This design comes from an exercise in tuning for small area, a short achievable clock period and few clock cycles per item on the open sky130 flow, not from production work. Function was checked by simulation only, so behaviour that the tests miss may differ from the original.

==> flow/design.v (outline; a module is shown in full before it is edited, if it fits) <==
// module bctm_river_unit: 410 lines
// module bctm_mac_unit: 508 lines
// module bctm_booth_enc: 18 lines
// module bctm_div_step1: 279 lines
// module bctm_div_step2: 22 lines
// module bctm_inc_rom: 140 lines
// module bctm_phase_bank: 289 lines
// module bctm_sine_rom: 272 lines
// module binaural_chord_tone_mixer_unit: 354 lines
module binaural_chord_tone_mixer_unit
(
   input  logic                clock,
   input  logic                reset,
   input  logic                req_valid,
   output logic                req_stall,
   input  logic [32:0]         req_payload,   
   output logic                rsp_valid,
   input  logic                rsp_stall,
   output logic [31:0]         rsp_payload,   
   input  logic                csr_wr_en,
   input  logic [1:0]          csr_index,
   input  logic [9:0]          csr_wr_data
);
  // ...
==> flow/run.sh <==
#!/bin/bash
# synth_recipe.tcl (not shown) runs the flow's synth.tcl, then flattens the netlist and writes it again
# the make line also repeats each setting of config.mk as NAME=value (left out here)
make -C /OpenROAD-flow-scripts/flow DESIGN_CONFIG=/design/flow/config.mk WORK_HOME=/design/flow/orfs CLKGATE_MAP_FILE= SYNTH_SCRIPT=/design/flow/synth_recipe.tcl finish
==> flow/config.mk <==
export PLATFORM = sky130hd
export DESIGN_NAME = binaural_chord_tone_mixer_unit
export DESIGN_NICKNAME = binaural_chord_tone_mixer_unit
export VERILOG_FILES = /design/flow/design.v
export SDC_FILE = /design/flow/constraint.sdc
export NUM_CORES = 4
export LEC_CHECK = 0
export ABC_AREA = 1
export CAP_MARGIN = 20
export CORE_MARGIN = 2
export CORE_UTILIZATION = 45
export SETUP_SLACK_MARGIN = 5
export SLEW_MARGIN = 20
export SYNTH_MEMORY_MAX_BITS = 32768
==> flow/constraint.sdc <==
create_clock -name core_clock -period 10.0 [get_ports {clock}]
set_input_delay 2.0000 -clock core_clock [delete_from_list [all_inputs] [get_ports {clock}]]
set_output_delay 2.0000 -clock core_clock [all_outputs]
set_load 0.01 [all_outputs]
==> reports/results.tsv, run 1 <==
metric	value	unit
die_x	470	um
pin_count	84	
synth-async-reset-ratio	0	%
synth_commonest_cells	nand2_1, inv_1, dfxtp_1	
tap_cells	2854	
clkLatencyLatePin	0.85	ns
fin_nets	13500	
antenna_found_initial	5	
timing.final.hold_violations	0	
drt-met1-wl	153000	um
wl_per_cell	24.1	um
path_buf_inv	0	
rows	171	
final_cell_mix	nand2_1, inv_1, dfxtp_1, nor2_1, nand3_1	
grt_max_degree	75	
multi_input_area	60000	um^2
yosys-top-cells-area	dfxtp_1, fa_1, edfxtp_1	
buffer_area_share	2.04	%
grt.total_usage	32.5	%
top_regs	ring_ff: 288 flops, out_q: 160 flops, z_s_ff: 37 flops	
reg2reg_from	pc_l0_ff[0]	
cts_tree	yes	
cts_buffers	141	
setup-tns-final	0	ns
n_all_buffers	245	
status	complete, no violations	
hpwl	268000	um
clock.fmax	205	MHz
synth_compound_area_share	14.8	%
finClkSkew	0.0853	ns
Testbench counts, summed over its fixed seeds: cycles 3,743, frames 1,152.
==> run 2: changes to the inputs <==
--- a/flow/config.mk
+++ b/flow/config.mk
@@ -9,5 +9,7 @@
 export CAP_MARGIN = 20
 export CORE_MARGIN = 2
-export CORE_UTILIZATION = 45
+export CORE_UTILIZATION = 55
+export CTS_CLUSTER_DIAMETER = 100
+export CTS_CLUSTER_SIZE = 30
 export SETUP_SLACK_MARGIN = 5
 export SLEW_MARGIN = 20
==> run 2 against run 1 <==
Against the previous run:
- flip-flop and latch count unchanged
- register-to-register slack about the same
- critical path depth increased by 2
- critical endpoint is now sn_l1_ff[2]
- die area decreased by 18%
- sequential share of layout area increased by 0.98 points
- fmax is 0.31% lower
- clock skew is 0.042 ns lower
==> reports/results.tsv, run 2 <==
metric	value	unit	change
status	complete, no violations		unchanged
via_per_inst	6.30		was 5.90
yosys-top-cells-area	dfxtp_1, fa_1, edfxtp_1		unchanged
min_from	p2_right_ff		was ring_ff[3][16]
synth_seq_cells	1233		unchanged
drtIter0Drc	13300		was 10,100
antenna_found_initial	7		was 5
timing.final.hold_violations	0		unchanged
die_x	426	um	was 470 um
synth_top_area_share	18.8	%	unchanged
final_common_cell	nand2_1		unchanged
drv_slew	0		unchanged
clock_path_buffers	3		unchanged
syn_to_final_growth	4.07	%	was 7.92%
holdWs	0.331	ns	was 0.325 ns
hold_class	reg -> reg		unchanged
final_util	57.7	%	was 48.7%
ant_nets	0		unchanged
yosysUniqueCellTypes	67		unchanged
whs_path_depth	0		unchanged
maxCapViolations	0		unchanged
cp_slowest_cell	fa_1		was ha_1
arrival	5.58	ns	was 5.55 ns
grt_pass1_wl	550000	um	was 555,000 um
synth_ff_type	dfxtp_1		unchanged
yosys_warnings	12		unchanged
r2r_slack	5.10	ns	was 5.11 ns
gp_congestion	1.04		was 0.999
regMostFlops	ring_ff		unchanged
grt_pass1_vias	89800		was 88,500
reg2reg_from	pc_l1_ff[0]		was pc_l0_ff[0]
synth.most_common_cell	nand2_1		unchanged
hpwl	267000	um	was 268,000 um
layout_setup_ws	5.10	ns	was 5.11 ns
pin_count	84		unchanged
via_count	92600		was 90,800
drive_gt1_share	4.19	%	was 5.57%
final_cell_mix	nand2_1, inv_1, dfxtp_1, nor2_1, nand3_1		unchanged
grt_max_degree	74		was 75
die_y	426	um	was 470 um
synth-async-reset-ratio	0	%	unchanged
drc	0		unchanged
wl_per_cell	24.9	um	was 24.1 um
finalCritPeriodShare	49.0	%	was 48.9%
finClkSkew	0.0435	ns	was 0.0853 ns
grt.total_usage	39.3	%	was 32.5%
avgSynthCellArea	7.69	um^2	unchanged
startpoint_type	register		unchanged
io_buffers	83		unchanged
synth_commonest_cells	nand2_1, inv_1, dfxtp_1		unchanged
dp_slack	4.34	ns	was 4.41 ns
cts_tree	yes		unchanged
fin_cells	14700		was 15,400
finalSetupViolations	0		unchanged
path_common_cell	nand2_1		unchanged
setup-tns-final	0	ns	unchanged
htreeDepth	2		was 4
maxSlewHeadroom	24.6	%	was 27.5%
critPathCaptureType	register		unchanged
cts-root-buf	clkbuf_16		unchanged
die_area	181000	um^2	was 221,000 um^2
holdPathEnd	p3_right_ff		was ring_ff[2][16]
syn-num-nets	13900		unchanged
place_inst	14600		was 15,100
synth_cells	12700		unchanged
cts_buffers	60		was 141
rr_worst_depth	22		was 20
largest_reg_flops	288		unchanged
mappedNetlistArea	97700	um^2	unchanged
initial_core_util	55.4	%	was 45.1%
clkLatencyLatePin	0.79	ns	was 0.85 ns
clock.fmax	204	MHz	was 205 MHz
drt_wl_total	366000	um	was 370,000 um
coreArea	176000	um^2	was 217,000 um^2
max_stage_delay	0.52	ns	was 0.74 ns
hold_buffers	0		unchanged
synth.largest_area_cell	dfxtp_1		unchanged
critPathKind	reg -> reg		unchanged
path_max_fanout	38		was 16
worst_pin_slew	1.13	ns	was 1.08 ns
cts.clk_slew.worst_paths	0.11	ns	was 0.06 ns
fin_nets	13400		was 13,500
cts_num_sinks	1233		unchanged
r2r-end	sn_l1_ff[2]		was sn_l0_ff[0]
rsz0062_at_grt	true		was false
post-route-min-period	4.90	ns	was 4.89 ns
crit_required	10.68	ns	was 10.67 ns
synth_seq_area_share	28.5	%	unchanged
firstDrtPassIters	13		was 9
rows	154		was 171
top_regs	ring_ff: 288 flops, out_q: 160 flops, z_s_ff: 37 flops		unchanged
synth_edf_count	316		unchanged
grt_overflow_total	0		unchanged
crit_path_cell_trace	fa_1 > fa_1 > nand2_2 > nand2_2 > nand3_2 > nand3_2 > nand2_2 > nand2_1 > nand2_1 > nand2_1 > buf_4 > inv_2 > buf_4 > nand2_2 > inv_2 > a21oi_1 > nand3_1 > nand2_1 > nand2_1 > nand2_1 > nand2_1 > nand2_1		was fa_1 > fa_1 > nand2_2 > nand2_2 > nand3_2 > nand2_2 > nand2_4 > nand2_4 > nand2_1 > nand2_2 > ha_1 > nand2_1 > nand2_1 > nand2_1 > a21oi_1 > nor2_1 > nand2_1 > nand3_1 > nand3_1 > nand2_1
-- run 2: changes by cell type in the layout (fill, tap and decap cells not counted), moves of 8 or more --
| cell | change |
|---|---|
| clkinv_1 | -8 |
| clkbuf_8 | -14 |
| clkbuf_16 | -80 |
| clkinvlp_4 | -16 |
| buf_4 | -18 |
| clkinv_2 | -16 |
| clkinv_16 | -11 |
-- run 2: worst max-delay path, delay by kind of cell, from the launching register on --
| kind | cells | cell delay [ns] |
|---|---|---|
| buf+inv | 4 | 1.32 |
| fa+ha+maj | 2 | 0.97 |
| compound gates | 1 | 0.21 |
| simple gates | 15 | 1.88 |
| flops | 1 | 0.33 |
-- run 2: final cells by class --
class	count	area (um^2)
fill	16300	74600
inverter	1846	6960
timing repair buffer	225	1970
antenna	2	5.00
clock inverter	26	447
clock buffer	84	1630
multi-input combinational	8934	59900
tap	2340	2930
sequential	1233	27900
-- run 2: what timing repair did --
| item | 4_1_cts | 5_1_grt |
|---|---|---|
| pin swaps | 1 | 2 |
| gates cloned | 0 | 1 |
| gates resized for setup | 13 | 33 |
| endpoints found under the hold margin | 0 | 0 |
| setup endpoints to repair | 39 | 48 |
| setup buffers | 1 | 9 |
-- run 2: metrics by stage --
step | cell area (um^2)
after floorplan | 97700
after global placement | 99400
after detailed placement | 99400
after CTS | 102000
after global routing | 102000
final | 102000
-- run 2: metal layers --
layer	track usage (%)	vias up	wire (um)	part of all wire (%)
li1	-	41100	-	-
met1	52.5	43900	145000	40
met2	58.9	6087	156000	43
met3	10.4	1471	43100	12
met4	19.1	12	22400	6.1
met5	0	-	67	0.018
-- run 2: cell families (layout without fill, tap and decap cells) --
group           Yosys count  after routing  share of synthesized area [%]
buf+inv                2537           2181                           10.3
mux                      43             43                          0.492
other cells               0              2                              0
xor+xnor                833            833                           7.52
fa+ha+maj              1097           1097                           18.3
flops                  1233           1233                           28.5
compound gates         2313           2313                           14.8
simple gates           4648           4648                           20.0
-- run 2: worst max-delay path by stage --
stage                   startpoint              end  depth (start not counted)
floorplan             csr_index[1]   ring_idx_ff[3]                         12
global placement    csr_wr_data[3]   ring_idx_ff[3]                         12
detailed placement  csr_wr_data[3]   ring_idx_ff[3]                         12
CTS                       register  rsp_payload[20]                          6
global route           pc_l1_ff[0]      sn_l1_ff[2]                         23
finish                 pc_l1_ff[0]      sn_l1_ff[2]                         22
==> module binaural_chord_tone_mixer_unit, before the edit <==
module binaural_chord_tone_mixer_unit
(
   input  logic                clock,
   input  logic                reset,
   input  logic                req_valid,
   output logic                req_stall,
   input  logic [32:0]         req_payload,   
   output logic                rsp_valid,
   input  logic                rsp_stall,
   output logic [31:0]         rsp_payload,   
   input  logic                csr_wr_en,
   input  logic [1:0]          csr_index,
   input  logic [9:0]          csr_wr_data
);
   localparam logic [3:0] MAX_CHORD = 4'd11;
   localparam logic signed [31:0] MIX_BIAS  = 32'sd335221755;
   localparam logic signed [31:0] DIV_LIMIT = 32'sd670433280;   
   localparam logic [1:0] CSR_RIVER_GAIN   = 2'd0;
   localparam logic [1:0] CSR_TONE_GAIN    = 2'd1;
   localparam logic [1:0] CSR_CHORD_SELECT = 2'd2;
   localparam logic [23:0] PAIRS_M1_TAB = {2'd0, 2'd2, 2'd2, 2'd3, 2'd0, 2'd1,
                                           2'd3, 2'd2, 2'd0, 2'd0, 2'd0, 2'd0};
   localparam int OUT_DEPTH = 5;
   localparam int QW = $clog2(OUT_DEPTH);
   localparam int OW = $clog2(OUT_DEPTH + 1);
   logic [17:0] tg_digits_ff;
   logic [23:0] rg_digits_ff;
   logic [3:0]  chord_ff;
   logic [17:0] tg_digits_wr;
   logic [23:0] rg_digits_wr;
   logic [13:0] rg10_wr;
   assign rg10_wr = {1'b0, csr_wr_data, 3'b000} + {3'b000, csr_wr_data, 1'b0};
   bctm_booth_enc #(.W(10), .D(6)) u_tg_enc (.y (csr_wr_data), .digits (tg_digits_wr));
   bctm_booth_enc #(.W(14), .D(8)) u_rg_enc (.y (rg10_wr), .digits (rg_digits_wr));
   localparam logic [17:0] TG_RESET = 18'o160000;
   localparam logic [23:0] RG_RESET = 24'o01100000;
   always_ff @(posedge clock) begin
      if (reset) begin
         rg_digits_ff <= RG_RESET;
         tg_digits_ff <= TG_RESET;
         chord_ff     <= 4'd0;
      end else if (csr_wr_en) begin
         case (csr_index)
            CSR_RIVER_GAIN:   rg_digits_ff <= rg_digits_wr;
            CSR_TONE_GAIN:    tg_digits_ff <= tg_digits_wr;
            CSR_CHORD_SELECT: chord_ff     <= (csr_wr_data[3:0] > MAX_CHORD) ? MAX_CHORD : csr_wr_data[3:0];
            default: begin
            end
         endcase
      end
   end
   logic          ready_ff;         
   logic          busy_ff;
   logic [1:0]    cyc_ff;
   logic [1:0]    pairs_m1_ff;
   logic [1:0]    cycles_m1_ff;
   logic [3:0]    seq_chord_ff;
   logic [23:0]   count_ff;
   logic [23:0]   count3_ff;
   logic [31:0]   seq_x_ff;         
   logic [34:0]   dig_l0_ff, dig_l1_ff, dig_r0_ff, dig_r1_ff;
   logic [OW-1:0] outstanding_ff;
   logic [23:0]   ring_ff [12];
   logic [3:0]    ptr_ff;
   logic [11:0]   cnt_vld_ff;
   logic [23:0]   wb_val_ff;
   logic [3:0]    wb_chord_ff;
   logic          wb_pend_ff;
   logic          wb_now;
   logic          wb_pend_nx;
   logic [3:0]    wb_chord_nx;
   logic [3:0]    chord_nx;
   logic [3:0]    ring_idx_ff;      
   logic          wb_hit_ff;        
   logic          vld_hit_ff;       
   logic [3:0]    ptr_nx;
   logic          ready_nx;
   logic          wb_block;
   logic          idle_nx;          
   logic [3:0]    seq_chord_nx;
   logic [3:0]    rom_chord_ff;
   logic [1:0]    rom_pair_ff;
   logic          load;
   logic          seq_last;
   logic          busy_nx;
   logic [1:0]    cyc_nx;
   logic [1:0]    cycles_m1_nx;
   logic          deliver;
   logic [OW-1:0] outstanding_nx;
   logic [1:0]    chord_pairs_m1;
   logic [1:0]    chord_cycles_m1;
   logic [34:0]   dig_l0, dig_l1, dig_r0, dig_r1;
   logic [23:0]   count_rd;
   assign wb_block  = wb_pend_ff && (wb_chord_ff != chord_ff);
   assign load      = req_valid && ready_ff && !wb_block;
   assign seq_last  = (cyc_ff == cycles_m1_ff);
   assign req_stall = !ready_ff || wb_block;
   assign chord_pairs_m1  = PAIRS_M1_TAB[2*chord_ff +: 2];
   assign chord_cycles_m1 = (chord_pairs_m1 == 2'd0) ? 2'd1 : chord_pairs_m1;
   always_comb begin
      busy_nx      = busy_ff;
      cyc_nx       = cyc_ff;
      cycles_m1_nx = cycles_m1_ff;
      if (load) begin
         busy_nx      = 1'b1;
         cyc_nx       = 2'd0;
         cycles_m1_nx = chord_cycles_m1;
      end else if (busy_ff) begin
         busy_nx = !seq_last;
         cyc_nx  = cyc_ff + 2'd1;
      end
      outstanding_nx = outstanding_ff + OW'(load) - OW'(deliver);
   end
   always_ff @(posedge clock) begin
      if (reset) begin
         ready_ff       <= 1'b1;
         ring_idx_ff    <= 4'd0;
         wb_hit_ff      <= 1'b0;
         vld_hit_ff     <= 1'b0;
         rom_chord_ff   <= 4'd0;
         rom_pair_ff    <= 2'd0;
         busy_ff        <= 1'b0;
         cyc_ff         <= 2'd0;
         cycles_m1_ff   <= 2'd1;
         outstanding_ff <= '0;
         cnt_vld_ff     <= 12'd0;
         ptr_ff         <= 4'd0;
         wb_pend_ff     <= 1'b0;
      end else begin
         busy_ff        <= busy_nx;
         cyc_ff         <= cyc_nx;
         cycles_m1_ff   <= cycles_m1_nx;
         outstanding_ff <= outstanding_nx;
         ready_ff       <= ready_nx;
         ptr_ff         <= ptr_nx;
         ring_idx_ff    <= (chord_nx >= ptr_nx) ? chord_nx - ptr_nx : chord_nx + 4'd12 - ptr_nx;
         wb_hit_ff      <= wb_pend_nx && (wb_chord_nx == chord_nx);
         vld_hit_ff     <= cnt_vld_ff[chord_nx] || (load && chord_ff == chord_nx);
         rom_chord_ff   <= ready_nx ? chord_nx : seq_chord_nx;
         rom_pair_ff    <= ready_nx ? 2'd0 : cyc_nx + 2'd1;
         wb_pend_ff     <= wb_pend_nx;
         if (load) begin
            cnt_vld_ff[chord_ff] <= 1'b1;
         end
      end
   end
   assign ptr_nx       = (ptr_ff == 4'd11) ? 4'd0 : ptr_ff + 4'd1;
   assign seq_chord_nx = ready_ff ? chord_ff : seq_chord_ff;
   assign idle_nx      = !busy_ff || seq_last || (cyc_ff + 2'd1 == cycles_m1_ff);
   assign ready_nx     = !load && idle_nx
                         && (outstanding_ff < OW'(OUT_DEPTH) || (deliver && outstanding_ff == OW'(OUT_DEPTH)));
   bctm_inc_rom #(.RIGHT(1'b0), .ODD(1'b0)) u_inc_l0 (.chord (rom_chord_ff), .pair (rom_pair_ff), .digits (dig_l0));
   bctm_inc_rom #(.RIGHT(1'b0), .ODD(1'b1)) u_inc_l1 (.chord (rom_chord_ff), .pair (rom_pair_ff), .digits (dig_l1));
   bctm_inc_rom #(.RIGHT(1'b1), .ODD(1'b0)) u_inc_r0 (.chord (rom_chord_ff), .pair (rom_pair_ff), .digits (dig_r0));
   bctm_inc_rom #(.RIGHT(1'b1), .ODD(1'b1)) u_inc_r1 (.chord (rom_chord_ff), .pair (rom_pair_ff), .digits (dig_r1));
   assign wb_now      = wb_pend_ff && (wb_chord_ff == ptr_ff);
   assign wb_pend_nx  = load || (wb_pend_ff && !wb_now);
   assign wb_chord_nx = load ? chord_ff : wb_chord_ff;
   assign chord_nx    = (csr_wr_en && csr_index == CSR_CHORD_SELECT)
                        ? ((csr_wr_data[3:0] > MAX_CHORD) ? MAX_CHORD : csr_wr_data[3:0]) : chord_ff;
   assign count_rd    = !vld_hit_ff ? 24'd0 : wb_hit_ff ? wb_val_ff : ring_ff[ring_idx_ff];
   always_ff @(posedge clock) begin
      if (ready_ff) begin
         seq_chord_ff <= chord_ff;
         pairs_m1_ff  <= chord_pairs_m1;
         count_ff     <= count_rd;
         count3_ff    <= count_rd + {count_rd[22:0], 1'b0};
         seq_x_ff     <= req_payload[0] ? req_payload[32:1] : 32'd0;
      end
      dig_l0_ff <= dig_l0;
      dig_l1_ff <= dig_l1;
      dig_r0_ff <= dig_r0;
      dig_r1_ff <= dig_r1;
      if (load) begin
         wb_val_ff   <= count_rd + 24'd1;
         wb_chord_ff <= chord_ff;
      end
      for (int i = 0; i < 11; i++) begin
         ring_ff[i] <= ring_ff[i+1];
      end
      ring_ff[11] <= wb_now ? wb_val_ff : ring_ff[0];
   end
   logic        t1_v_ff, t1_first_ff, t1_last_ff;
   logic [20:0] pc_l0_ff, pc_l1_ff, pc_r0_ff, pc_r1_ff;
   logic [20:0] pc_l0, pc_l1, pc_r0, pc_r1;
   logic [9:0]  ph_l0, ph_l1, ph_r0, ph_r1;
   logic [31:0] t1_x_ff;
   logic        issue, issue_last;
   assign issue      = busy_ff && (cyc_ff <= pairs_m1_ff);
   assign issue_last = busy_ff && (cyc_ff == pairs_m1_ff);
   bctm_phase_bank u_phase_l0 (.digits (dig_l0_ff), .count (count_ff), .count3 (count3_ff),
                              .hi_s (pc_l0[20:11]), .hi_c (pc_l0[10:1]), .lo_carry (pc_l0[0]));
   bctm_phase_bank u_phase_l1 (.digits (dig_l1_ff), .count (count_ff), .count3 (count3_ff),
                              .hi_s (pc_l1[20:11]), .hi_c (pc_l1[10:1]), .lo_carry (pc_l1[0]));
   bctm_phase_bank u_phase_r0 (.digits (dig_r0_ff), .count (count_ff), .count3 (count3_ff),
                              .hi_s (pc_r0[20:11]), .hi_c (pc_r0[10:1]), .lo_carry (pc_r0[0]));
   bctm_phase_bank u_phase_r1 (.digits (dig_r1_ff), .count (count_ff), .count3 (count3_ff),
                              .hi_s (pc_r1[20:11]), .hi_c (pc_r1[10:1]), .lo_carry (pc_r1[0]));
   always_ff @(posedge clock) begin
      if (reset) begin
         t1_v_ff <= 1'b0;
      end else begin
         t1_v_ff <= issue;
      end
      t1_first_ff <= (cyc_ff == 2'd0);
      t1_last_ff  <= issue_last;
      pc_l0_ff    <= pc_l0;
      pc_l1_ff    <= pc_l1;
      pc_r0_ff    <= pc_r0;
      pc_r1_ff    <= pc_r1;
      if (issue_last) begin
         t1_x_ff <= seq_x_ff;
      end
   end
   logic [14:0]        mag_l0, mag_l1, mag_r0, mag_r1;
   logic               neg_l0, neg_l1, neg_r0, neg_r1;
   logic [15:0]        sn_l0_ff, sn_l1_ff, sn_r0_ff, sn_r1_ff;    
   logic               t2_v_ff, t2_first_ff, t2_last_ff;
   logic signed [18:0] acc_l_ff, acc_r_ff;
   logic signed [18:0] sum_l, sum_r;
   assign ph_l0 = pc_l0_ff[20:11] + pc_l0_ff[10:1] + {9'd0, pc_l0_ff[0]};
   assign ph_l1 = pc_l1_ff[20:11] + pc_l1_ff[10:1] + {9'd0, pc_l1_ff[0]};
   assign ph_r0 = pc_r0_ff[20:11] + pc_r0_ff[10:1] + {9'd0, pc_r0_ff[0]};
   assign ph_r1 = pc_r1_ff[20:11] + pc_r1_ff[10:1] + {9'd0, pc_r1_ff[0]};
   bctm_sine_rom u_sine_l0 (.addr (ph_l0), .mag (mag_l0), .neg (neg_l0));
   bctm_sine_rom u_sine_l1 (.addr (ph_l1), .mag (mag_l1), .neg (neg_l1));
   bctm_sine_rom u_sine_r0 (.addr (ph_r0), .mag (mag_r0), .neg (neg_r0));
   bctm_sine_rom u_sine_r1 (.addr (ph_r1), .mag (mag_r1), .neg (neg_r1));
   always_ff @(posedge clock) begin
      if (reset) begin
         t2_v_ff <= 1'b0;
      end else begin
         t2_v_ff <= t1_v_ff;
      end
      t2_first_ff <= t1_first_ff;
      t2_last_ff  <= t1_last_ff;
      sn_l0_ff    <= {neg_l0, mag_l0 ^ {15{neg_l0}}};
      sn_l1_ff    <= {neg_l1, mag_l1 ^ {15{neg_l1}}};
      sn_r0_ff    <= {neg_r0, mag_r0 ^ {15{neg_r0}}};
      sn_r1_ff    <= {neg_r1, mag_r1 ^ {15{neg_r1}}};
   end
   function automatic logic [18:0] add2(input logic [18:0] acc, input logic [15:0] a, input logic [15:0] b);
      logic [18:0] ta, tb, s1, c1;
      ta   = {{4{a[15]}}, a[14:0]};
      tb   = {{4{b[15]}}, b[14:0]};
      s1   = acc ^ ta ^ tb;
      c1   = {(acc[17:0] & ta[17:0]) | (acc[17:0] & tb[17:0]) | (ta[17:0] & tb[17:0]), a[15]};
      add2 = s1 + c1 + {18'd0, b[15]};
   endfunction
   assign sum_l = add2(t2_first_ff ? 19'd0 : acc_l_ff, sn_l0_ff, sn_l1_ff);
   assign sum_r = add2(t2_first_ff ? 19'd0 : acc_r_ff, sn_r0_ff, sn_r1_ff);
   logic               riv_sel_r_ff;
   logic        [31:0] river_s, river_c;
   logic signed [15:0] riv_x_ff;
   logic        [31:0] riv_s_ff, riv_c_ff;
   bctm_river_unit u_river (.x (riv_x_ff), .rg_digits (rg_digits_ff), .river_s (river_s), .river_c (river_c));
   always_ff @(posedge clock) begin
      if (reset) begin
         riv_sel_r_ff <= 1'b0;
      end else begin
         riv_sel_r_ff <= t1_v_ff && t1_last_ff;
      end
      riv_x_ff <= riv_sel_r_ff ? t1_x_ff[15:0] : t1_x_ff[31:16];
      riv_s_ff <= river_s;
      riv_c_ff <= river_c;
   end
   logic               right_pend_ff;
   logic signed [18:0] m_s_ff;
   logic               p1_v_ff, p1_right_ff;
   logic        [31:0] w_s, w_c, w_s_ff, w_c_ff;
   logic               p2_v_ff, p2_right_ff;
   logic               p3_v_ff, p3_right_ff;
   logic               low, high, low_ff, high_ff;
   logic [36:0]        z_s, z_c, z_s_ff, z_c_ff;
   logic               left_done;
   assign left_done = t2_v_ff && t2_last_ff;
   always_ff @(posedge clock) begin
      acc_l_ff <= sum_l;
      if (t2_v_ff) begin
         acc_r_ff <= sum_r;
      end
      if (left_done) begin
         m_s_ff <= sum_l;
      end else begin
         m_s_ff <= acc_r_ff;
      end
   end
   bctm_mac_unit u_mac (
      .tone_sum (m_s_ff), .tg_digits (tg_digits_ff), .river_s (riv_s_ff), .river_c (riv_c_ff),
      .w_s (w_s), .w_c (w_c));
   bctm_div_step1 u_div1 (
      .w_s (w_s_ff), .w_c (w_c_ff), .low (low), .high (high),
      .z_s (z_s), .z_c (z_c));
   always_ff @(posedge clock) begin
      if (reset) begin
         right_pend_ff <= 1'b0;
         p1_v_ff       <= 1'b0;
         p2_v_ff       <= 1'b0;
         p3_v_ff       <= 1'b0;
      end else begin
         right_pend_ff <= left_done;
         p1_v_ff       <= left_done || right_pend_ff;
         p2_v_ff       <= p1_v_ff;
         p3_v_ff       <= p2_v_ff;
      end
      p1_right_ff <= right_pend_ff;
      w_s_ff      <= w_s;
      w_c_ff      <= w_c;
      p2_right_ff <= p1_right_ff;
      p3_right_ff <= p2_right_ff;
      low_ff      <= low;
      high_ff     <= high;
      z_s_ff      <= z_s;
      z_c_ff      <= z_c;
   end
   logic [15:0]   result;
   logic [31:0]   out_q [OUT_DEPTH];
   logic [QW-1:0] wp_ff, rp_ff;
   logic [OW-1:0] full_cnt_ff;
   logic          rsp_valid_ff;
   logic          push;
   logic [OW-1:0] full_cnt_nx;
   bctm_div_step2 u_div2 (
      .low (low_ff), .high (high_ff), .z_s (z_s_ff), .z_c (z_c_ff), .result (result));
   assign push        = p3_v_ff && p3_right_ff;
   assign deliver     = rsp_valid_ff && !rsp_stall;
   assign full_cnt_nx = full_cnt_ff + OW'(push) - OW'(deliver);
   always_ff @(posedge clock) begin
      if (reset) begin
         wp_ff        <= '0;
         rp_ff        <= '0;
         full_cnt_ff  <= '0;
         rsp_valid_ff <= 1'b0;
      end else begin
         if (push) begin
            wp_ff <= (wp_ff == QW'(OUT_DEPTH - 1)) ? '0 : wp_ff + 1'b1;
         end
         if (deliver) begin
            rp_ff <= (rp_ff == QW'(OUT_DEPTH - 1)) ? '0 : rp_ff + 1'b1;
         end
         full_cnt_ff  <= full_cnt_nx;
         rsp_valid_ff <= (full_cnt_nx != '0);
      end
      if (p3_v_ff) begin
         if (p3_right_ff) begin
            out_q[wp_ff][15:0] <= result;
         end else begin
            out_q[wp_ff][31:16] <= result;
         end
      end
   end
   assign rsp_valid   = rsp_valid_ff;
   assign rsp_payload = out_q[rp_ff];
endmodule
==> run 3: changes to the inputs <==
--- a/flow/design.v
+++ b/flow/design.v
@@ -1968,5 +1968,4 @@
                                            2'd3, 2'd2, 2'd0, 2'd0, 2'd0, 2'd0};
    localparam int OUT_DEPTH = 5;
-   localparam int QW = $clog2(OUT_DEPTH);
    localparam int OW = $clog2(OUT_DEPTH + 1);
    logic [17:0] tg_digits_ff;
@@ -2017,5 +2016,7 @@
    logic [3:0]    wb_chord_nx;
    logic [3:0]    chord_nx;
-   logic [3:0]    ring_idx_ff;      
+   logic [11:0]   ring_sel_ff;      
+   logic [3:0]    ring_idx_nx;
+   logic [23:0]   ring_rd;
    logic          wb_hit_ff;        
    logic          vld_hit_ff;       
@@ -2061,5 +2062,5 @@
       if (reset) begin
          ready_ff       <= 1'b1;
-         ring_idx_ff    <= 4'd0;
+         ring_sel_ff    <= 12'd1;
          wb_hit_ff      <= 1'b0;
          vld_hit_ff     <= 1'b0;
@@ -2080,5 +2081,5 @@
          ready_ff       <= ready_nx;
          ptr_ff         <= ptr_nx;
-         ring_idx_ff    <= (chord_nx >= ptr_nx) ? chord_nx - ptr_nx : chord_nx + 4'd12 - ptr_nx;
+         ring_sel_ff    <= 12'd1 << ring_idx_nx;
          wb_hit_ff      <= wb_pend_nx && (wb_chord_nx == chord_nx);
          vld_hit_ff     <= cnt_vld_ff[chord_nx] || (load && chord_ff == chord_nx);
@@ -2105,5 +2106,12 @@
    assign chord_nx    = (csr_wr_en && csr_index == CSR_CHORD_SELECT)
                         ? ((csr_wr_data[3:0] > MAX_CHORD) ? MAX_CHORD : csr_wr_data[3:0]) : chord_ff;
-   assign count_rd    = !vld_hit_ff ? 24'd0 : wb_hit_ff ? wb_val_ff : ring_ff[ring_idx_ff];
+   assign ring_idx_nx = (chord_nx >= ptr_nx) ? chord_nx - ptr_nx : chord_nx + 4'd12 - ptr_nx;
+   always_comb begin
+      ring_rd = 24'd0;
+      for (int i = 0; i < 12; i++) begin
+         ring_rd = ring_rd | ({24{ring_sel_ff[i]}} & ring_ff[i]);
+      end
+   end
+   assign count_rd    = !vld_hit_ff ? 24'd0 : wb_hit_ff ? wb_val_ff : ring_rd;
    always_ff @(posedge clock) begin
       if (ready_ff) begin
@@ -2262,5 +2270,6 @@
    logic [15:0]   result;
    logic [31:0]   out_q [OUT_DEPTH];
-   logic [QW-1:0] wp_ff, rp_ff;
+   logic [OUT_DEPTH-1:0] wp_ff, rp_ff;    
+   logic [31:0]   q_rd;
    logic [OW-1:0] full_cnt_ff;
    logic          rsp_valid_ff;
@@ -2274,14 +2283,14 @@
    always_ff @(posedge clock) begin
       if (reset) begin
-         wp_ff        <= '0;
-         rp_ff        <= '0;
+         wp_ff        <= OUT_DEPTH'(1);
+         rp_ff        <= OUT_DEPTH'(1);
          full_cnt_ff  <= '0;
          rsp_valid_ff <= 1'b0;
       end else begin
          if (push) begin
-            wp_ff <= (wp_ff == QW'(OUT_DEPTH - 1)) ? '0 : wp_ff + 1'b1;
+            wp_ff <= {wp_ff[OUT_DEPTH-2:0], wp_ff[OUT_DEPTH-1]};
          end
          if (deliver) begin
-            rp_ff <= (rp_ff == QW'(OUT_DEPTH - 1)) ? '0 : rp_ff + 1'b1;
+            rp_ff <= {rp_ff[OUT_DEPTH-2:0], rp_ff[OUT_DEPTH-1]};
          end
          full_cnt_ff  <= full_cnt_nx;
@@ -2290,11 +2299,25 @@
       if (p3_v_ff) begin
          if (p3_right_ff) begin
-            out_q[wp_ff][15:0] <= result;
+            for (int i = 0; i < OUT_DEPTH; i++) begin
+               if (wp_ff[i]) begin
+                  out_q[i][15:0] <= result;
+               end
+            end
          end else begin
-            out_q[wp_ff][31:16] <= result;
+            for (int i = 0; i < OUT_DEPTH; i++) begin
+               if (wp_ff[i]) begin
+                  out_q[i][31:16] <= result;
+               end
+            end
          end
       end
    end
    assign rsp_valid   = rsp_valid_ff;
-   assign rsp_payload = out_q[rp_ff];
+   always_comb begin
+      q_rd = 32'd0;
+      for (int i = 0; i < OUT_DEPTH; i++) begin
+         q_rd = q_rd | ({32{rp_ff[i]}} & out_q[i]);
+      end
+   end
+   assign rsp_payload = q_rd;
 endmodule
--- a/flow/config.mk
+++ b/flow/config.mk
@@ -10,6 +10,6 @@
 export CORE_MARGIN = 2
 export CORE_UTILIZATION = 55
-export CTS_CLUSTER_DIAMETER = 100
-export CTS_CLUSTER_SIZE = 30
+export CTS_CLUSTER_DIAMETER = 90
+export CTS_CLUSTER_SIZE = 26
 export SETUP_SLACK_MARGIN = 5
 export SLEW_MARGIN = 20
==> run 3 against run 2 <==
Against the previous run:
- still clean
- die area shrank 1.7%
- critical path depth down 7
- routed wire length down 2.9%
- synthesized cell count down 3.6%
- fmax hardly changed
- register-to-register slack about the same
- sequential share of layout area rose by 0.39 points
- global-route usage shrank 0.39 points
- non-clock buffer count is 7 higher
- cell count is 2.7% lower
- critical endpoint is now pc_l0_ff[0]
==> reports/results.tsv, run 3 <==
metric	value	unit	change
mappedNetlistArea	96100	um^2	was 97,700 um^2
cts_tree	yes		unchanged
cts_buffers	76		was 60
regMostFlops	ring_ff		unchanged
synth_seq_cells	1242		was 1,233
drt_wl_total	355000	um	was 366,000 um
crit_required	10.59	ns	was 10.68 ns
synth.largest_area_cell	dfxtp_1		unchanged
cts.clk_slew.worst_paths	0.10	ns	was 0.11 ns
timing.final.hold_violations	0		unchanged
syn-num-nets	13400		was 13,900
hold_class	reg -> reg		unchanged
finalSetupViolations	0		unchanged
drc	0		unchanged
path_max_fanout	44		was 38
clock_path_buffers	3		unchanged
fin_nets	13000		was 13,400
grt_pass1_vias	86200		was 89,800
synth-async-reset-ratio	0	%	unchanged
io_buffers	83		unchanged
synth_commonest_cells	nand2_1, inv_1, dfxtp_1		unchanged
startpoint_type	register		unchanged
yosys_warnings	13		was 12
via_count	89600		was 92,600
drive_gt1_share	4.40	%	was 4.19%
critPathCaptureType	register		unchanged
synth_seq_area_share	29.2	%	was 28.5%
syn_to_final_growth	5.03	%	was 4.07%
yosysUniqueCellTypes	73		was 67
rsz0062_at_grt	false		was true
largest_reg_flops	288		unchanged
synth_ff_type	dfxtp_1		unchanged
drv_slew	0		unchanged
final_cell_area	101000	um^2	was 102,000 um^2
post-route-min-period	4.90	ns	about the same
setup-tns-final	0	ns	unchanged
synth_cells	12200		was 12,700
cts-root-buf	clkbuf_16		unchanged
synth_edf_count	316		unchanged
final_common_cell	nand2_1		unchanged
hpwl	254000	um	was 267,000 um
rows	153		was 154
status	complete, no violations		unchanged
final_cell_mix	nand2_1, inv_1, dfxtp_1, nand3_1, xor2_1		was nand2_1, inv_1, dfxtp_1, nor2_1, nand3_1
grt_overflow_total	0		unchanged
antenna_found_initial	21		was 7
pin_count	84		unchanged
arrival	5.50	ns	was 5.58 ns
cts_num_sinks	1242		was 1,233
die_x	422	um	was 426 um
synth_top_area_share	19.3	%	was 18.8%
yosys-top-cells-area	dfxtp_1, fa_1, nand2_1		was dfxtp_1, fa_1, edfxtp_1
firstDrtPassIters	12		was 13
top_regs	ring_ff: 288 flops, out_q: 160 flops, z_s_ff: 37 flops		unchanged
avgSynthCellArea	7.85	um^2	was 7.69 um^2
initial_core_util	55.3	%	was 55.4%
ant_nets	0		unchanged
die_y	422	um	was 426 um
synth.most_common_cell	nand2_1		unchanged
grt_max_degree	81		was 74
clock.fmax	204	MHz	about the same
maxCapViolations	0		unchanged
finClkSkew	0.0364	ns	was 0.0435 ns
via_per_inst	6.27		was 6.30
maxSlewHeadroom	20.7	%	was 24.6%
critPathKind	reg -> reg		unchanged
grt_pass1_wl	535000	um	was 550,000 um
coreArea	174000	um^2	was 176,000 um^2
finalCritPeriodShare	49.0	%	about the same
clkLatencyLatePin	0.76	ns	was 0.79 ns
die_area	178000	um^2	was 181,000 um^2
gp_congestion	1.03		was 1.04
htreeDepth	3		was 2
worst_pin_slew	1.18	ns	was 1.13 ns
drtIter0Drc	12400		was 13,300
wl_per_cell	24.9	um	about the same
post_dp_cell_area	97900	um^2	was 99,400 um^2
grt.total_usage	38.9	%	was 39.3%
[run 3: what timing repair did]
item                       4_1_cts  5_1_grt
cloned                           0        1
hold endpoints to repair         0        0
hold buffers                     0        0
setup endpoints to repair       24       45
resized for setup                5       17
buffers inserted                 2       16
[run 3: stage by stage]
step / util, % / hold slack, ns / std cells / worst slack [ns]
5_1_grt: 58.1 / 0.347 / 14300 / 5.00
6_report: 58.1 / 0.334 / 14300 / 5.10
3_5_place_dp: 56.3 / 0.314 / 14100 / 4.40
3_3_place_gp: 56.3 / 0.315 / 14100 / 4.43
4_1_cts: 57.9 / 0.336 / 14300 / 5.09
2_1_floorplan: - / 0.310 / 12200 / 5.24
[run 3: path summary, 6_finish.rpt]
| check | from | to | slack, ns | cells past startpoint |
|---|---|---|---|---|
| worst min-delay path | p1_right_ff | p2_right_ff | 0.33 | 0 |
| worst min register to register | p1_right_ff | p2_right_ff | 0.33 | 0 |
| worst max register to register | count_ff[3] | pc_l0_ff[0] | 5.10 | 15 |
| worst max-delay path | count_ff[3] | pc_l0_ff[0] | 5.10 | 15 |
[run 3: area by class of cell]
| class | instances | area (um^2) |
|---|---|---|
| tap | 2325 | 2910 |
| clock inverter | 40 | 709 |
| timing repair inverter | 1 | 5.00 |
| multi-input combinational | 8739 | 59100 |
| inverter | 1606 | 6070 |
| antenna | 20 | 50.0 |
| fill | 16100 | 72900 |
| sequential | 1242 | 28000 |
| timing repair buffer | 232 | 1990 |
| clock buffer | 94 | 2050 |
[run 3: cell families (layout without fill, tap and decap cells)]
family | count (synthesis) | in the layout | synth area share, %
compound gates | 2194 | 2194 | 14.6
xor+xnor | 817 | 817 | 7.49
fa+ha+maj | 1098 | 1098 | 18.8
buf+inv | 2265 | 1973 | 9.38
flops | 1242 | 1242 | 29.2
mux | 30 | 30 | 0.349
other cells | 0 | 20 | 0
simple gates | 4600 | 4600 | 20.2
[run 3: worst max-delay path: stages, from the launching register on]
cell	delay, ns
edfxtp_1	0.34
buf_4	0.59
clkinvlp_4	0.47
buf_4	0.48
o22ai_1	0.27
a221oi_1	0.08
xor2_1	0.21
fa_1	0.53
inv_1	0.05
fa_1	0.53
inv_1	0.06
ha_1	0.29
a21oi_1	0.12
o21ai_0	0.09
a21oi_1	0.36
o211ai_1	0.19
[run 3: routing by layer]
layer	track usage (%)	wire, um
met1	51.1	139000
met2	57.8	149000
met3	9.86	40600
met4	22.9	26200
met5	0.296	266
Testbench counts of run 3, summed over its fixed seeds: cycles 3,743, frames 1,152.
==> run 4: changes to the inputs <==
--- a/flow/config.mk
+++ b/flow/config.mk
@@ -9,7 +9,7 @@
 export CAP_MARGIN = 20
 export CORE_MARGIN = 2
-export CORE_UTILIZATION = 55
-export CTS_CLUSTER_DIAMETER = 90
-export CTS_CLUSTER_SIZE = 26
+export CORE_UTILIZATION = 50
+export CTS_CLUSTER_DIAMETER = 95
+export CTS_CLUSTER_SIZE = 28
 export SETUP_SLACK_MARGIN = 5
 export SLEW_MARGIN = 20
==> run 4 against run 3 <==
Against the previous run:
- routed wire length rose by 1.4%
- worst setup slack improved by 0.067 ns
- register-to-register slack improved by 0.07 ns
- synthesized cell count did not move
- via count fell by 0.87%
- critical endpoint is now sn_r0_ff[8]
- highest routed layer unchanged
==> reports/results.tsv, run 4 <==
metric	value	unit	change
post-route-min-period	4.84	ns	was 4.90 ns
maxCapViolations	0		unchanged
rows	160		was 153
clkLatencyLatePin	0.80	ns	was 0.76 ns
startpoint_type	register		unchanged
place_inst	14300		was 14,100
antenna_found_initial	9		was 21
synth-async-reset-ratio	0	%	unchanged
timing.final.hold_violations	0		unchanged
firstDrtPassIters	9		was 12
status	complete, no violations		unchanged
synth_top_area_share	19.3	%	unchanged
die_area	196000	um^2	was 178,000 um^2
crit_required	10.62	ns	was 10.59 ns
setup-tns-final	0	ns	unchanged
min_from	ring_ff[7][21]		was p1_right_ff
grt_pass1_vias	85200		was 86,200
drive_gt1_share	4.09	%	was 4.40%
htreeDepth	2		was 3
critPathLaunch	pc_r0_ff[0]		was count_ff[3]
hpwl	261000	um	was 254,000 um
cts_buffers	61		was 76
yosysUniqueCellTypes	73		unchanged
initial_core_util	50.4	%	was 55.3%
clock.fmax	207	MHz	was 204 MHz
synth_cells	12200		unchanged
r2r_slack	5.16	ns	was 5.10 ns
finClkSkew	0.0625	ns	was 0.0364 ns
gp_congestion	1.02		was 1.03
regMostFlops	ring_ff		unchanged
cts.clk_slew.worst_paths	0.11	ns	was 0.10 ns
rr_worst_depth	22		was 15
whs_path_depth	0		unchanged
yosys_warnings	13		unchanged
drv_slew	0		unchanged
maxSlewHeadroom	23.0	%	was 20.7%
wl_per_cell	25.0	um	was 24.9 um
final_cell_mix	nand2_1, inv_1, dfxtp_1, nand3_1, xor2_1		unchanged
grt.total_usage	35.5	%	was 38.9%
cts-root-buf	clkbuf_16		unchanged
critPathCaptureType	register		unchanged
synth_seq_cells	1242		unchanged
finalSetupViolations	0		unchanged
syn-num-nets	13400		unchanged
io_buffers	83		unchanged
via_per_inst	6.15		was 6.27
mappedNetlistArea	96100	um^2	unchanged
arrival	5.46	ns	was 5.50 ns
final_common_cell	nand2_1		unchanged
syn_to_final_growth	4.57	%	was 5.03%
holdPathEnd	ring_ff[6][21]		was p2_right_ff
hold_class	reg -> reg		unchanged
cts_tree	yes		unchanged
avgSynthCellArea	7.85	um^2	unchanged
drt_wl_total	360000	um	was 355,000 um
grt_overflow_total	0		unchanged
fin_cells	14400		was 14,300
pin_count	84		unchanged
path_max_fanout	48		was 44
critPathKind	reg -> reg		unchanged
r2r-end	sn_r0_ff[8]		was pc_l0_ff[0]
finalCritPeriodShare	48.4	%	was 49.0%
yosys-top-cells-area	dfxtp_1, fa_1, nand2_1		unchanged
synth_ff_type	dfxtp_1		unchanged
via_count	88800		was 89,600
top_regs	ring_ff: 288 flops, out_q: 160 flops, z_s_ff: 37 flops		unchanged
fin_nets	13000		about the same
synth.most_common_cell	nand2_1		unchanged
cts_num_sinks	1242		unchanged
die_y	442	um	was 422 um
drc	0		unchanged
rsz0062_at_grt	false		unchanged
largest_reg_flops	288		unchanged
synth.largest_area_cell	dfxtp_1		unchanged
worst_pin_slew	1.15	ns	was 1.18 ns
fillCellCount	18500		was 16,100
ant_nets	0		unchanged
grt_pass1_wl	537000	um	was 535,000 um
reg2reg_from	pc_r0_ff[0]		was count_ff[3]
drtIter0Drc	10900		was 12,400
synth_seq_area_share	29.2	%	unchanged
synth_commonest_cells	nand2_1, inv_1, dfxtp_1		unchanged
coreArea	191000	um^2	was 174,000 um^2
clock_path_buffers	3		unchanged
die_x	442	um	was 422 um
synth_edf_count	316		unchanged
grt_max_degree	83		was 81
run 4: final cells by class:
cell class,instances,area (um^2),area share (%)
antenna,5,12.5,0.0125
inverter,1606,6060,6.03
clock inverter,29,518,0.515
tap,2511,3140,3.13
timing repair buffer,223,1890,1.88
clock buffer,86,1670,1.66
multi-input combinational,8739,59200,58.9
sequential,1242,28000,27.9
run 4: worst max-delay path: stages (launching register included):
cell	delay (ns)
dfxtp_1	0.34
fa_2	0.94
inv_2	0.36
nand3_1	0.21
inv_1	0.07
nand2_1	0.06
nand2_1	0.07
nand2_2	0.10
nand2_2	0.04
buf_4	0.30
inv_2	0.40
buf_4	0.55
nand2_1	0.14
inv_1	0.22
nand2_1	0.15
nand2_1	0.08
nand2_1	0.05
nand3_1	0.13
nand2_1	0.07
inv_1	0.06
a21oi_1	0.07
nand3_1	0.12
nand2_1	0.08
run 4: worst max-delay path by stage:
stage | end | slack (ns)
floorplan | ring_sel_ff[5] | 5.24
global placement | ring_sel_ff[7] | 3.91
detailed placement | ring_sel_ff[4] | 3.92
CTS | ring_sel_ff[4] | 5.03
global route | sn_r0_ff[8] | 5.00
finish | sn_r0_ff[8] | 5.16
run 4: metrics by stage:
stage	hold slack [ns]	instance area [um^2]	util [%]	worst slack, ns
CTS	0.333	100000	52.7	5.03
finish	0.328	100000	52.7	5.16
global placement	0.313	98200	51.5	3.91
detailed placement	0.312	98200	51.5	3.92
floorplan	0.310	96100	-	5.24
global route	0.340	100000	52.7	5.00
run 4: cell families after synthesis:
kind of cell | count (synthesis) | share of synthesized area (%)
and+or+nand+nor | 4600 | 20.2
AOI/OAI and AO/OA | 2194 | 14.6
buffers and inverters | 2265 | 9.38
muxes | 30 | 0.349
xor gates and xnor gates | 817 | 7.49
adders and majority gates | 1098 | 18.8
DFF | 1242 | 29.2
run 4: timing repair:
action,in CTS,in global routing
hold buffers,0,0
pin swaps,0,1
endpoints found under the setup margin,26,51
buffers inserted,0,1
gates resized for setup,5,23
run 4: routing by layer:
metal / wire, um / vias to the layer above / GRT usage [%]
met4: 21400 / 14 / 17.5
li1: - / 40000 / -
met2: 152000 / 5245 / 52.8
met5: 192 / - / 0.415
met3: 38200 / 1273 / 8.28
met1: 149000 / 42300 / 48.3

-- static timing again, ports no longer ideal --
No port has a modelled driver above. Below, the same layouts with a new extraction and two added sets of constraints.
Step 1: set_driving_cell puts a clkbuf_16 on clock and a buf_2 on each other input, an assumption about the parent block.
Step 2 adds t to the input delays and takes it off the output delays; t is the mean of the earliest and latest rising clock arrival at the registers after step 1. Input paths then give back, and output paths get back, about the clock's delay inside the block.
a / b / c = ideal / step 1 / step 2; a / b = the first two.
run	t, ns	setup slack, ns	worst setup path at the end	slew at the worst register clock pin (ns)	worst slew at a driven data input, ns
run 1	0.906	5.111 / 5.035 / 4.585	input to register	0.07 / 0.07	0.06
run 2	0.867	5.096 / 5.022 / 4.426	input to register	0.12 / 0.12	0.12
run 3	0.834	5.096 / 5.052 / 4.218	input to register	0.10 / 0.10	0.35
run 4	0.855	5.163 / 5.163 / 4.484	input to register	0.11 / 0.11	0.08
After both steps every run listed still meets setup and hold. For run 3, which loses most, drivers alone change the setup slack by -0.044 ns; drivers and shift together by -0.878 ns.
